Context: an optimization exercise on an open-source flow, tuned for small area, a short achievable clock period and few clock cycles per item. The choices shown serve that exercise and are no tape-out recipe.
At most, simulation tests tie the RTL to the original design; equivalence was not proved.
Power and IR drop assume default switching activity.

==> inputs of trial 53 <==
// luma_block_mean_mosaic
module luma_block_mean_mosaic (
  input  logic                           clk,
  input  logic                           rst_n,
  input  logic                           in_valid,
  output logic                           in_ready,
  input  logic [lbmm_pkg::PIX_W-1:0]     in_pixel,
  input  logic                           in_frame_start,
  output logic                           out_valid,
  input  logic                           out_ready,
  output logic [lbmm_pkg::COORD_W-1:0]   out_block_column,
  output logic [lbmm_pkg::COORD_W-1:0]   out_block_row,
  output logic [lbmm_pkg::MEAN_W-1:0]    out_mean_luma,
  output logic                           out_frame_last,
  input  logic                           cfg_valid,
  output logic                           cfg_ready,
  input  logic [lbmm_pkg::CFG_IDX_W-1:0] cfg_index,
  input  logic [lbmm_pkg::CFG_W-1:0]     cfg_data
);
==> module lbmm_div, before the edit <==
module lbmm_div (
  input  logic        clk,
  input  logic        rst_n,
  input  logic        load_hdr,
  input  logic [6:0]  divisor,      
  input  logic [6:0]  bc,
  input  logic [8:0]  br,
  input  logic        last,
  input  logic        load_sum,
  input  logic [13:0] dividend,
  output logic        free,
  input  logic        out_ready,
  output logic        out_valid,
  output logic [8:0]  out_block_column,
  output logic [8:0]  out_block_row,
  output logic [7:0]  out_mean_luma,
  output logic        out_frame_last
);
  logic [5:0] rem_r;
  logic [7:0] q_r;
  logic [6:0] d_r;
  logic [1:0] cnt_r;
  logic       busy_r, valid_r;
  logic [6:0] bc_r;
  logic [8:0] br_r;
  logic       last_r;
  logic [7:0] d3_r;
  logic [7:0] t;
  logic [8:0] s1, s2, s3;
  logic [5:0] rnx;
  logic [1:0] qd;
  always_comb begin
    t  = {rem_r, q_r[7:6]};
    s1 = {1'b0, t} - {2'b00, d_r};
    s2 = {1'b0, t} - {1'b0, d_r, 1'b0};
    s3 = {1'b0, t} - {1'b0, d3_r};
    if (!s3[8]) begin
      qd  = 2'd3;
      rnx = s3[5:0];
    end else if (!s2[8]) begin
      qd  = 2'd2;
      rnx = s2[5:0];
    end else if (!s1[8]) begin
      qd  = 2'd1;
      rnx = s1[5:0];
    end else begin
      qd  = 2'd0;
      rnx = t[5:0];
    end
  end
  always_ff @(posedge clk) begin
    if (!rst_n) begin
      busy_r  <= 1'b0;
      valid_r <= 1'b0;
      cnt_r   <= '0;
    end else if (load_sum) begin
      busy_r  <= 1'b1;
      cnt_r   <= '0;
    end else if (busy_r) begin
      cnt_r <= cnt_r + 2'd1;
      if (cnt_r == 2'd3) begin
        busy_r  <= 1'b0;
        valid_r <= 1'b1;
      end
    end else if (out_ready) begin
      valid_r <= 1'b0;
    end
  end
  always_ff @(posedge clk) begin
    if (load_hdr) begin
      d_r    <= divisor;
      bc_r   <= bc;
      br_r   <= br;
      last_r <= last;
    end
    if (load_sum) begin
      rem_r <= dividend[13:8];
      q_r   <= dividend[7:0];
      d3_r  <= 8'({1'b0, d_r} + {d_r, 1'b0});
    end else if (busy_r) begin
      rem_r <= rnx;
      q_r   <= {q_r[5:0], qd};
    end
  end
  assign free             = ~busy_r & ~valid_r;
  assign out_valid        = valid_r;
  assign out_block_column = {2'b00, bc_r};
  assign out_block_row    = br_r;
  assign out_mean_luma    = q_r;
  assign out_frame_last   = last_r;
endmodule
Settings: LEC_CHECK=0, CAP_MARGIN=20, CORE_MARGIN=2, CORE_UTILIZATION=35, PLACE_DENSITY=0.5, SLEW_MARGIN=20, SYNTH_MEMORY_MAX_BITS=4096; clock period 12.0 ns.
standard.sh (not shown) runs the stock make flow with config.mk's settings and CLKGATE_MAP_FILE= SYNTH_SCRIPT=/design/flow/synth_recipe.tcl, a recipe that flattens the netlist after the stock synthesis.
==> flow/flow/run.sh <==
#!/bin/bash
# Standard ORFS layout, with repair_timing asked for extra setup margin so
# that it keeps improving paths well below the design's clock period.
set -euo pipefail
bash standard.sh SETUP_SLACK_MARGIN=8.5 finish > standard_flow.log 2>&1
==> trial 54: changes against trial 53 <==
--- a/flow/design.v
+++ b/flow/design.v
@@ -22,20 +22,22 @@
   input  logic [WIDTH-1:0] wdata,      
   output logic [WIDTH-1:0] head
 );
   logic [WIDTH-1:0] tail_r, head_r;
   logic [6:0]       segsel;
   logic [6:0]       len;             
   always_comb begin
     len = last_bc - 7'd1;
+  end
+  always_ff @(posedge clk) begin
     if (len >= 7'd63) begin
-      segsel = {1'b1, 6'(len - 7'd63)};
+      segsel <= {1'b1, 6'(len - 7'd63)};
     end else begin
-      segsel = {1'b0, len[5:0]};
+      segsel <= {1'b0, len[5:0]};
     end
   end
   logic [WIDTH-1:0] seg63 [63];
   logic [WIDTH-1:0] seg32 [32];
   logic [WIDTH-1:0] seg16 [16];
   logic [WIDTH-1:0] seg8  [8];
   logic [WIDTH-1:0] seg4  [4];
   logic [WIDTH-1:0] seg2  [2];
@@ -71,40 +73,39 @@
       head_r <= (shift && (last_bc != '0)) ? c1 : wdata;
     end
   end
   assign head = head_r;
 endmodule
 module lbmm_div (
   input  logic        clk,
   input  logic        rst_n,
-  input  logic        load_hdr,
+  input  logic        load,
+  input  logic [13:0] dividend,
   input  logic [6:0]  divisor,      
   input  logic [6:0]  bc,
   input  logic [8:0]  br,
   input  logic        last,
-  input  logic        load_sum,
-  input  logic [13:0] dividend,
   output logic        free,
   input  logic        out_ready,
   output logic        out_valid,
   output logic [8:0]  out_block_column,
   output logic [8:0]  out_block_row,
   output logic [7:0]  out_mean_luma,
   output logic        out_frame_last
 );
   logic [5:0] rem_r;
   logic [7:0] q_r;
   logic [6:0] d_r;
-  logic [1:0] cnt_r;
+  logic [7:0] d3_r;
+  logic [2:0] cnt_r;
   logic       busy_r, valid_r;
   logic [6:0] bc_r;
   logic [8:0] br_r;
   logic       last_r;
-  logic [7:0] d3_r;
   logic [7:0] t;
   logic [8:0] s1, s2, s3;
   logic [5:0] rnx;
   logic [1:0] qd;
   always_comb begin
     t  = {rem_r, q_r[7:6]};
     s1 = {1'b0, t} - {2'b00, d_r};
     s2 = {1'b0, t} - {1'b0, d_r, 1'b0};
@@ -123,43 +124,54 @@
       rnx = t[5:0];
     end
   end
   always_ff @(posedge clk) begin
     if (!rst_n) begin
       busy_r  <= 1'b0;
       valid_r <= 1'b0;
       cnt_r   <= '0;
-    end else if (load_sum) begin
+    end else if (load) begin
       busy_r  <= 1'b1;
       cnt_r   <= '0;
     end else if (busy_r) begin
-      cnt_r <= cnt_r + 2'd1;
-      if (cnt_r == 2'd3) begin
+      cnt_r <= cnt_r + 3'd1;
+      if (cnt_r == 3'd4) begin
         busy_r  <= 1'b0;
         valid_r <= 1'b1;
       end
     end else if (out_ready) begin
       valid_r <= 1'b0;
     end
   end
   always_ff @(posedge clk) begin
-    if (load_hdr) begin
-      d_r    <= divisor;
+    if (!rst_n) begin
+      q_r    <= '0;
+      bc_r   <= '0;
+      br_r   <= '0;
+      last_r <= 1'b0;
+    end else if (load) begin
+      q_r    <= dividend[7:0];
       bc_r   <= bc;
       br_r   <= br;
       last_r <= last;
+    end else if (busy_r && (cnt_r != '0)) begin
+      q_r    <= {q_r[5:0], qd};
     end
-    if (load_sum) begin
+  end
+  always_ff @(posedge clk) begin
+    if (load) begin
       rem_r <= dividend[13:8];
-      q_r   <= dividend[7:0];
-      d3_r  <= 8'({1'b0, d_r} + {d_r, 1'b0});
+      d_r   <= divisor;
     end else if (busy_r) begin
-      rem_r <= rnx;
-      q_r   <= {q_r[5:0], qd};
+      if (cnt_r == '0) begin
+        d3_r <= 8'({1'b0, d_r} + {d_r, 1'b0});
+      end else begin
+        rem_r <= rnx;
+      end
     end
   end
   assign free             = ~busy_r & ~valid_r;
   assign out_valid        = valid_r;
   assign out_block_column = {2'b00, bc_r};
   assign out_block_row    = br_r;
   assign out_mean_luma    = q_r;
   assign out_frame_last   = last_r;
@@ -167,60 +179,39 @@
 module lbmm_ctrl (
   input  logic       clk,
   input  logic       rst_n,
   input  logic       in_valid,
   output logic       in_ready,
   input  logic [7:0] in_pixel,
   input  logic       in_frame_start,
   input  logic       consume,       
+  input  logic       may_stall,     
   output logic       a_valid,
   output logic [7:0] a_pixel,
   output logic       a_first
 );
-  logic       a_v_r, s_v_r, rdy_r;
-  logic [7:0] a_pix_r, s_pix_r;
-  logic       a_fs_r, s_fs_r;
-  logic       take, a_free;
-  logic       a_v_nxt, s_v_nxt;
-  assign take   = in_valid & rdy_r;
-  assign a_free = ~a_v_r | consume;
-  always_comb begin
-    if (a_free) begin
-      a_v_nxt = s_v_r | take;
-      s_v_nxt = s_v_r & take;
-    end else begin
-      a_v_nxt = 1'b1;
-      s_v_nxt = s_v_r | take;
-    end
-  end
+  logic       a_v_r, rdy_r;
+  logic [7:0] a_pix_r;
+  logic       a_fs_r;
+  logic       take;
+  assign take = in_valid & rdy_r;
   always_ff @(posedge clk) begin
     if (!rst_n) begin
-      a_v_r    <= 1'b0;
-      s_v_r    <= 1'b0;
-      rdy_r    <= 1'b0;
+      a_v_r <= 1'b0;
+      rdy_r <= 1'b0;
     end else begin
-      a_v_r    <= a_v_nxt;
-      s_v_r    <= s_v_nxt;
-      rdy_r    <= ~(a_v_nxt & s_v_nxt);
+      a_v_r <= take | (a_v_r & ~consume);
+      rdy_r <= ~may_stall;
     end
   end
   always_ff @(posedge clk) begin
-    if (a_free) begin
-      if (s_v_r) begin
-        a_pix_r <= s_pix_r;
-        a_fs_r  <= s_fs_r;
-      end else begin
-        a_pix_r <= in_pixel;
-        a_fs_r  <= in_frame_start;
-      end
-    end
-    if ((a_free & s_v_r) | (~a_free & ~s_v_r)) begin
-      s_pix_r <= in_pixel;
-      s_fs_r  <= in_frame_start;
+    if (take) begin
+      a_pix_r <= in_pixel;
+      a_fs_r  <= in_frame_start;
     end
   end
   assign in_ready = rdy_r;
   assign a_valid  = a_v_r;
   assign a_pixel  = a_pix_r;
   assign a_first  = a_fs_r;
 endmodule
 module lbmm_dp (
@@ -228,16 +219,18 @@
   input  logic        rst_n,
   input  logic        cfg_valid,
   input  logic        cfg_index,
   input  logic [12:0] cfg_data,
   input  logic        a_valid,
   input  logic [7:0]  a_pixel,
   input  logic        a_first,
   output logic        consume,
+  output logic        may_stall,
+  input  logic        in_ready,
   input  logic        out_ready,
   output logic        out_valid,
   output logic [8:0]  out_block_column,
   output logic [8:0]  out_block_row,
   output logic [7:0]  out_mean_luma,
   output logic        out_frame_last
 );
   logic        cfg_v_r, cfg_i_r;
@@ -274,61 +267,66 @@
         last_bc_r <= wm1[9:3];
         last_rx_r <= wm1[2:0];
       end else begin
         last_br_r <= hm1[11:3];
         last_ry_r <= hm1[2:0];
       end
     end
   end
+  logic [6:0] dll_r;
+  always_ff @(posedge clk) begin
+    dll_r <= 7'((4'(last_rx_r) + 4'd1) * (4'(last_ry_r) + 4'd1));
+  end
   assign l0 = (last_bc_r == '0);
   assign b0 = (last_br_r == '0);
   assign w1 = l0 & (last_rx_r == '0);
   assign h1 = b0 & (last_ry_r == '0);
   logic [2:0] rx_r, ry_r;
   logic [6:0] bc_r;
   logic [8:0] br_r;
   logic       lt_r, lb_r;      
   logic       re_r, ce_r;      
   logic       le_r, be_r;      
   logic       z_r;             
   logic [2:0] rx, ry;
   logic [6:0] bc;
   logic [8:0] br;
   logic       lt, lb, re, ce, le, be, z;
   logic       emit, can_emit, go;
-  logic [3:0] bw, bh;
   logic [6:0] divisor;
   logic [2:0] rx_n, ry_n;
   logic [6:0] bc_n;
   logic [8:0] br_n;
   logic       lt_n, lb_n, re_n, ce_n, le_n, be_n;
-  logic       b_v_r, b_shift_r, b_emit_r, b_zero_r;
-  logic [7:0] b_pix_r;
   logic       div_free;
+  logic [13:0] head, sum;
   always_comb begin
     if (a_first) begin
       rx = '0; ry = '0; bc = '0; br = '0;
       lt = l0; lb = b0;
       re = w1; ce = w1;
       le = h1; be = h1;
       z  = 1'b1;
     end else begin
       rx = rx_r; ry = ry_r; bc = bc_r; br = br_r;
       lt = lt_r; lb = lb_r;
       re = re_r; ce = ce_r;
       le = le_r; be = be_r;
       z  = z_r;
     end
     emit     = ce & be;
-    can_emit = div_free & ~b_emit_r;
+    can_emit = div_free;
     go       = a_valid & (~emit | can_emit);
-    bw       = lt ? (4'(last_rx_r) + 4'd1) : 4'd8;
-    bh       = lb ? (4'(last_ry_r) + 4'd1) : 4'd8;
-    divisor  = 7'(bw * bh);
+    case ({lt, lb})
+      2'b00:   divisor = 7'd64;
+      2'b10:   divisor = {(4'(last_rx_r) + 4'd1), 3'b000};
+      2'b01:   divisor = {(4'(last_ry_r) + 4'd1), 3'b000};
+      default: divisor = dll_r;
+    endcase
   end
   always_comb begin
     rx_n = rx; ry_n = ry; bc_n = bc; br_n = br;
     lt_n = lt; lb_n = lb;
     re_n = re; ce_n = ce; le_n = le; be_n = be;
     if (re) begin
       rx_n = '0;
       bc_n = '0;
@@ -373,49 +371,41 @@
     end else if (go) begin
       rx_r <= rx_n; ry_r <= ry_n; bc_r <= bc_n; br_r <= br_n;
       lt_r <= lt_n; lb_r <= lb_n;
       re_r <= re_n; ce_r <= ce_n; le_r <= le_n; be_r <= be_n;
       z_r  <= (rx_n == '0) & (ry_n == '0);
     end
   end
   assign consume = go;
-  logic [13:0] head, sum;
-  always_ff @(posedge clk) begin
-    if (!rst_n) begin
-      b_v_r     <= 1'b0;
-      b_shift_r <= 1'b0;
-      b_emit_r  <= 1'b0;
-    end else begin
-      b_v_r     <= go;
-      b_shift_r <= go & ce;
-      b_emit_r  <= go & emit;
-    end
-    b_zero_r <= z;
-    b_pix_r  <= a_pixel;
+  logic stay, e_next, f_next;
+  always_comb begin
+    stay      = a_valid & ~go;
+    e_next    = stay | ((go ? ce_n : ce_r) & (go ? be_n : be_r)) | (w1 & h1);
+    f_next    = div_free & ~(go & emit);
+    may_stall = ((stay | in_ready) & e_next & ~f_next) | cfg_v_r;
   end
-  assign sum = (b_zero_r ? 14'd0 : head) + 14'(b_pix_r);
+  assign sum = (z ? 14'd0 : head) + 14'(a_pixel);
   lbmm_ram #(.WIDTH(14)) u_ring (
     .clk     (clk),
-    .shift   (b_shift_r),
-    .upd     (b_v_r),
+    .shift   (go & ce),
+    .upd     (go),
     .last_bc (last_bc_r),
     .wdata   (sum),
     .head    (head)
   );
   lbmm_div u_div (
     .clk              (clk),
     .rst_n            (rst_n),
-    .load_hdr         (go & emit),
+    .load             (go & emit),
+    .dividend         (sum),
     .divisor          (divisor),
     .bc               (bc),
     .br               (br),
     .last             (re & le),
-    .load_sum         (b_emit_r),
-    .dividend         (sum),
     .free             (div_free),
     .out_ready        (out_ready),
     .out_valid        (out_valid),
     .out_block_column (out_block_column),
     .out_block_row    (out_block_row),
     .out_mean_luma    (out_mean_luma),
     .out_frame_last   (out_frame_last)
   );
@@ -433,41 +423,44 @@
   output logic [lbmm_pkg::COORD_W-1:0]   out_block_row,
   output logic [lbmm_pkg::MEAN_W-1:0]    out_mean_luma,
   output logic                           out_frame_last,
   input  logic                           cfg_valid,
   output logic                           cfg_ready,
   input  logic [lbmm_pkg::CFG_IDX_W-1:0] cfg_index,
   input  logic [lbmm_pkg::CFG_W-1:0]     cfg_data
 );
-  logic       consume, a_valid, a_first;
+  logic       consume, may_stall, a_valid, a_first;
   logic [7:0] a_pixel;
   assign cfg_ready = 1'b1;
   lbmm_ctrl u_ctrl (
     .clk            (clk),
     .rst_n          (rst_n),
     .in_valid       (in_valid),
     .in_ready       (in_ready),
     .in_pixel       (in_pixel),
     .in_frame_start (in_frame_start),
     .consume        (consume),
+    .may_stall      (may_stall),
     .a_valid        (a_valid),
     .a_pixel        (a_pixel),
     .a_first        (a_first)
   );
   lbmm_dp u_dp (
     .clk              (clk),
     .rst_n            (rst_n),
     .cfg_valid        (cfg_valid),
     .cfg_index        (cfg_index),
     .cfg_data         (cfg_data),
     .a_valid          (a_valid),
     .a_pixel          (a_pixel),
     .a_first          (a_first),
     .consume          (consume),
+    .may_stall        (may_stall),
+    .in_ready         (in_ready),
     .out_ready        (out_ready),
     .out_valid        (out_valid),
     .out_block_column (out_block_column),
     .out_block_row    (out_block_row),
     .out_mean_luma    (out_mean_luma),
     .out_frame_last   (out_frame_last)
   );
 endmodule
==> flow/flow/run.sh (replaced) <==
#!/bin/bash
# Standard ORFS layout, with repair_timing asked for extra setup margin so
# that it keeps improving paths well below the design's clock period.
set -euo pipefail
bash standard.sh SETUP_SLACK_MARGIN=8.6 finish > standard_flow.log 2>&1
==> flow/config.mk (replaced) <==
export PLATFORM = sky130hd
export DESIGN_NAME = luma_block_mean_mosaic
export DESIGN_NICKNAME = luma_block_mean_mosaic
export VERILOG_FILES = /design/flow/design.v
export SDC_FILE = /design/flow/constraint.sdc
export NUM_CORES = 4
export LEC_CHECK = 0
export CAP_MARGIN = 20
export CORE_MARGIN = 2
export CORE_UTILIZATION = 35
export CTS_CLUSTER_DIAMETER = 100
export CTS_CLUSTER_SIZE = 30
export PLACE_DENSITY = 0.5
export SLEW_MARGIN = 20
export SYNTH_MEMORY_MAX_BITS = 4096
==> build 84: changes against trial 53 <==
==> flow/config.mk (replaced) <==
export PLATFORM = sky130hd
export DESIGN_NAME = luma_block_mean_mosaic
export DESIGN_NICKNAME = luma_block_mean_mosaic
export VERILOG_FILES = /design/flow/design.v
export SDC_FILE = /design/flow/constraint.sdc
export NUM_CORES = 4
export LEC_CHECK = 0
export CAP_MARGIN = 20
export CORE_MARGIN = 2
export CORE_UTILIZATION = 60
export PLACE_DENSITY = 0.7
export SLEW_MARGIN = 20
export SYNTH_MEMORY_MAX_BITS = 4096
==> build 91: changes against trial 53 <==
--- a/flow/design.v
+++ b/flow/design.v
@@ -94,39 +94,26 @@
   logic [5:0] rem_r;
   logic [7:0] q_r;
   logic [6:0] d_r;
   logic [1:0] cnt_r;
   logic       busy_r, valid_r;
   logic [6:0] bc_r;
   logic [8:0] br_r;
   logic       last_r;
-  logic [7:0] d3_r;
-  logic [7:0] t;
-  logic [8:0] s1, s2, s3;
-  logic [5:0] rnx;
-  logic [1:0] qd;
+  logic [6:0] t1, t2;
+  logic [5:0] r1, r2;
+  logic       q1, q0;
   always_comb begin
-    t  = {rem_r, q_r[7:6]};
-    s1 = {1'b0, t} - {2'b00, d_r};
-    s2 = {1'b0, t} - {1'b0, d_r, 1'b0};
-    s3 = {1'b0, t} - {1'b0, d3_r};
-    if (!s3[8]) begin
-      qd  = 2'd3;
-      rnx = s3[5:0];
-    end else if (!s2[8]) begin
-      qd  = 2'd2;
-      rnx = s2[5:0];
-    end else if (!s1[8]) begin
-      qd  = 2'd1;
-      rnx = s1[5:0];
-    end else begin
-      qd  = 2'd0;
-      rnx = t[5:0];
-    end
+    t1 = {rem_r, q_r[7]};
+    q1 = (t1 >= d_r);
+    r1 = q1 ? 6'(t1 - d_r) : t1[5:0];
+    t2 = {r1, q_r[6]};
+    q0 = (t2 >= d_r);
+    r2 = q0 ? 6'(t2 - d_r) : t2[5:0];
   end
   always_ff @(posedge clk) begin
     if (!rst_n) begin
       busy_r  <= 1'b0;
       valid_r <= 1'b0;
       cnt_r   <= '0;
     end else if (load_sum) begin
       busy_r  <= 1'b1;
@@ -146,20 +133,19 @@
       d_r    <= divisor;
       bc_r   <= bc;
       br_r   <= br;
       last_r <= last;
     end
     if (load_sum) begin
       rem_r <= dividend[13:8];
       q_r   <= dividend[7:0];
-      d3_r  <= 8'({1'b0, d_r} + {d_r, 1'b0});
     end else if (busy_r) begin
-      rem_r <= rnx;
-      q_r   <= {q_r[5:0], qd};
+      rem_r <= r2;
+      q_r   <= {q_r[5:0], q1, q0};
     end
   end
   assign free             = ~busy_r & ~valid_r;
   assign out_valid        = valid_r;
   assign out_block_column = {2'b00, bc_r};
   assign out_block_row    = br_r;
   assign out_mean_luma    = q_r;
   assign out_frame_last   = last_r;
==> flow/run.sh (new file) <==
#!/bin/bash
# synth_recipe.tcl (not shown) runs the flow's synth.tcl, then flattens the netlist and writes it again
# the make line also repeats each setting of config.mk as NAME=value (left out here)
make -C /OpenROAD-flow-scripts/flow DESIGN_CONFIG=/design/flow/config.mk WORK_HOME=/design/flow/orfs CLKGATE_MAP_FILE= SYNTH_SCRIPT=/design/flow/synth_recipe.tcl finish
removed: flow/flow/run.sh
removed: flow/standard.sh
==> summary of the runs <==
- Build 84 finished with timing, DRC and antenna clean. Trial 53 ran to the end with no violations. Trial 54 completed without violations. Build 91 ran to the end with no violations.
- Design area: trial 54 < build 91 < build 84 < trial 53.
- Count of clock-buffer cells in the layout: trial 54 < build 84 < build 91 < trial 53.
- Against build 91, the clock power of trial 54 is lower by 44%.
- The highest register-to-register slack belongs to trial 54, the lowest to build 91.
- Via count, highest first: build 84, trial 53, build 91, trial 54.
- Against build 91, the worst hold slack of build 84 is higher by 0.0087 ns.
- Of trial 53 and build 84, build 84 has the higher critical path depth (gap 14).
- Against build 91, the flip-flop and latch count of trial 54 is higher by 1.
- Clock skew, highest first: trial 54, trial 53, build 91, build 84.
==> figures <==
| metric | trial 54 | trial 53 | build 84 | build 91 |
|---|---|---|---|---|
| Result of the run | complete, no violations | complete, no violations | complete, no violations | complete, no violations |
| Non-clock buffer area fraction after layout | 0.0257 | 0.0172 | 0.0187 | 0.0116 |
| Non-filler instance count after layout | 5703 | 6056 | 4987 | 5841 |
| Register share of the cell area | 0.795 | 0.757 | 0.770 | 0.771 |
| Ratio of cells with drive above 1 in the final layout | 0.101 | 0.146 | 0.146 | 0.122 |
| WL met2 | 44700 um | 44600 um | 50700 um | 43500 um |
| Via count of the routed design | 26000 | 28100 | 28700 | 26600 |
| Net switching fraction of the power | 0.198 | 0.194 | 0.196 | 0.197 |
| Average wire per standard cell | 18.3 um | 17.8 um | 22.4 um | 17.4 um |
| Total iterations of the first detailed-routing run | 5 | 8 | 6 | 5 |
| HPWL after detailed placement | 56800 um | 58300 um | 56900 um | 55700 um |
| Initial DRC Count | 2469 | 2550 | 2872 | 2445 |
| Critical Path Slowest Stage Cell | dfxtp_4 | edfxtp_1 | fa_1 | a21oi_1 |
| Share of cell area taken by muxes after synthesis | 0.0136 | 0.00544 | 0.00544 | 0.0157 |
| Layout Nets | 3308 | 3522 | 3519 | 3304 |
| FF+latch count | 1934 | 1941 | 1941 | 1933 |
| Clock buffer count from CTS | 77 | 192 | 182 | 194 |
| Slew headroom | 0.275 | 0.303 | 0.294 | 0.260 |
| Core Rows | 157 | 158 | 121 | 157 |
| R2R Path Start | u_ctrl.a_fs_r$_DFFE_PP_ | u_dp.last_br_r[7]$_SDFFE_PN0P_ | u_dp.last_bc_r[0]$_SDFFE_PN1P_ | u_dp.u_div.d_r[1]$_DFFE_PP_ |
Testbench counts of trial 54, summed over its fixed seeds: cycles 130,551, pixels 130,066.
Function not checked in trial 53, build 84 and build 91: the RTL went through the layout flow alone.

[afterwards: timing with drivers on the ports]
In the flow no input, the clock included, has a driving cell. The finished layouts below were timed again as built, in two steps.
Step 1 assumes that a clkbuf_16 drives the clock port and a buf_2 every other input.
Step 2 also shifts input and output timing later by t, the mid clock arrival at the registers, as if the neighbouring blocks saw the same clock.
a / b / c = ideal ports / drivers / drivers and shift; a / b = the first two.
| run | t, ns | setup WS [ns] | worst setup path at the end | worst slew at a driven data input, ns |
|---|---|---|---|---|
| trial 53 | 0.867 | 8.096 / 8.022 / 8.208 | register to register | 0.05 |
| trial 54 | 0.810 | 8.327 / 8.251 / 8.144 | input to register | 0.16 |
| build 84 | 0.835 | 8.047 / 8.047 / 8.047 | register to register | 0.06 |
| build 91 | 0.865 | 6.883 / 6.883 / 6.883 | register to register | 0.09 |
After both steps setup and hold are still met in every run listed. For trial 54, which loses most, drivers alone change the setup slack by -0.076 ns; drivers and shift together by -0.183 ns.
